Background: an optimization exercise with open tools, aiming at small area, a short achievable clock period and few clock cycles per item. Do not read the settings as production practice. Only simulation tests tie the RTL to the original design; equivalence was not proved. Power is estimated from default activity; no workload was simulated.

## P
==> flow/design.v (excerpt) <==
module idct_block (
    input  logic        CLOCK,
    input  logic        Resetn,
    input  logic        in_valid,
    input  logic [15:0] in_data,
    output logic        in_ready,
    output logic        out_valid,
    output logic [31:0] out_data,
    input  logic        out_ready
);
    logic [2:0]  ph;           
    logic [5:0]  wn;           
    logic        xv;           
    logic        ldp;          
    logic [2:0]  ldk;          
    logic        sv;           
    logic [2:0]  sk;           
    logic        w_xfer;       
    logic        sfull;        
    logic        obv;          
    logic [5:0]  ow;           
    logic        out_load;
    logic        obe;
    logic        in_take;
    logic        d_act, d_first, d_xfer;
    logic [5:0]  wn_nx;
    logic        pv1;          
    logic        w_act, w_first, w_cp;
    logic [2:0]  w_k;
    logic        d_cp;
    logic [7:0]  m0;           
    logic        done_all;
    logic        clr0, cpy0;   
    assign in_take  = in_valid && in_ready;
    assign set_sready = (ph == 3'd4) && d_act && (sk == 3'd7);
    assign wn_nx    = wn + {5'd0, in_take};
    logic        o_src_s, sready, obusy, o_start, o_last, set_sready;
    assign out_load = obv && (ph + 3'd1 == ow[2:0]) && (!out_valid || out_ready);
    assign o_last   = out_load && (ow == 6'd63);
    assign o_start  = sready && (!obv || o_last);
    assign o_src_s  = (ow[5:3] == 3'd0);
    assign done_all = &(m0 | {((clr0 || cpy0) && (ph == 3'd4)), 7'd0});
    assign obe      = !obusy;    
    always_comb begin
        d_act = 1'b0; d_first = 1'b0; d_xfer = 1'b0; d_cp = !done_all;
        if (!done_all) begin
            d_act = 1'b0;
        end else if (sv && (sk != 3'd0)) begin
            d_act = 1'b1;
        end else if (sv && (!sfull || obe)) begin
            d_act = 1'b1; d_first = 1'b1; d_xfer = sfull;
        end else if (sfull && obe) begin
            d_xfer = 1'b1;
        end
    end
    always_ff @(posedge CLOCK or negedge Resetn) begin
        if (!Resetn) begin
  ...
Size in the first run: about 9400 cells after synthesis, about 54 I/O pins, ~120000 sq um of cells after synthesis.
==> flow/config.mk <==
export PLATFORM = sky130hd
export DESIGN_NAME = idct_block
export DESIGN_NICKNAME = idct_block
export VERILOG_FILES = /design/flow/design.v
export SDC_FILE = /design/flow/constraint.sdc
export NUM_CORES = 4
export LEC_CHECK = 0
export CAP_MARGIN = 20
export CORE_MARGIN = 2
export CORE_UTILIZATION = 62
export CTS_CLUSTER_DIAMETER = 100
export CTS_CLUSTER_SIZE = 24
export PLACE_DENSITY_LB_ADDON = 0.15
export SLEW_MARGIN = 20
==> flow/constraint.sdc <==
create_clock -name core_clock -period 10.0 [get_ports {CLOCK}]
set_input_delay 2.0000 -clock core_clock [delete_from_list [all_inputs] [get_ports {CLOCK}]]
set_output_delay 2.0000 -clock core_clock [all_outputs]
set_load 0.01 [all_outputs]
standard.sh (not shown) runs the stock make flow with config.mk's settings and CLKGATE_MAP_FILE= SYNTH_SCRIPT=/design/flow/synth_recipe.tcl, a recipe that flattens the netlist after the stock synthesis.
==> flow/flow/run.sh <==
#!/bin/bash
set -euo pipefail
W=$(cd "$(dirname "$0")/.." && pwd)
cd "$W"
MARGIN=6.4
{
  cat config.mk
  echo "export SETUP_SLACK_MARGIN = $MARGIN"
  echo "export BUFFER_PORTS_ARGS = -buffer_cell sky130_fd_sc_hd__buf_4"
} > flow_config.mk
sed "s|DESIGN_CONFIG=[^ ]*|DESIGN_CONFIG=$W/flow_config.mk|" standard.sh > flow_standard.sh
bash flow_standard.sh > flow_make.log 2>&1
Testbench counts of P, summed over its fixed seeds: cycles 6,720, blocks 96.
## Diff of input files: R against P
--- a/flow/flow/run.sh
+++ b/flow/flow/run.sh
@@ -4,3 +4,3 @@
 cd "$W"
-MARGIN=6.4
+MARGIN=6.6
 {
Notes after the runs:
R did not stop at any stage, and its layout met the timing, DRC and antenna checks.
Fraction of met2 tracks used by global routing essentially unchanged between R and P.
Relative to P, R degrades number of DRC violations after detailed-routing iteration 0.
The routed wire length reported for R is greater than that of P by about 1%.
R ends up with a transition time at the pin with the least slew margin that is 0.033 ns lower than in P.
Relative contribution of the clock network to total power (higher): P
R vs P on net count of the finished layout: R is the higher one.
Looking at P and R, the sequential standard cell area is a wash.

[static timing again, ports no longer ideal]
In the flow no input, the clock included, has a driving cell. The finished layouts below were timed again as built, in two steps. Step 1 assumes that a clkbuf_16 drives the clock port and a buf_2 every other input. Step 2, shift: input delay + t, output delay - t, t = (earliest + latest rising clock arrival at the registers) / 2. This alone moves slack from input paths to output paths. Slacks: no drivers / after step 1 / after step 2; pairs: no drivers / after step 1.
run | shift t [ns] | slack for setup (ns) | latest minus earliest clock arrival (ns)
P | 0.948 | 6.304 / 6.304 / 5.690 | 0.054 / 0.054
R | 0.933 | 6.198 / 6.198 / 5.725 | 0.049 / 0.049
After both steps setup and hold are still met in every run listed. The setup slack of P, which loses most, moves by 0.000 ns with the drivers and by -0.614 ns with both steps.
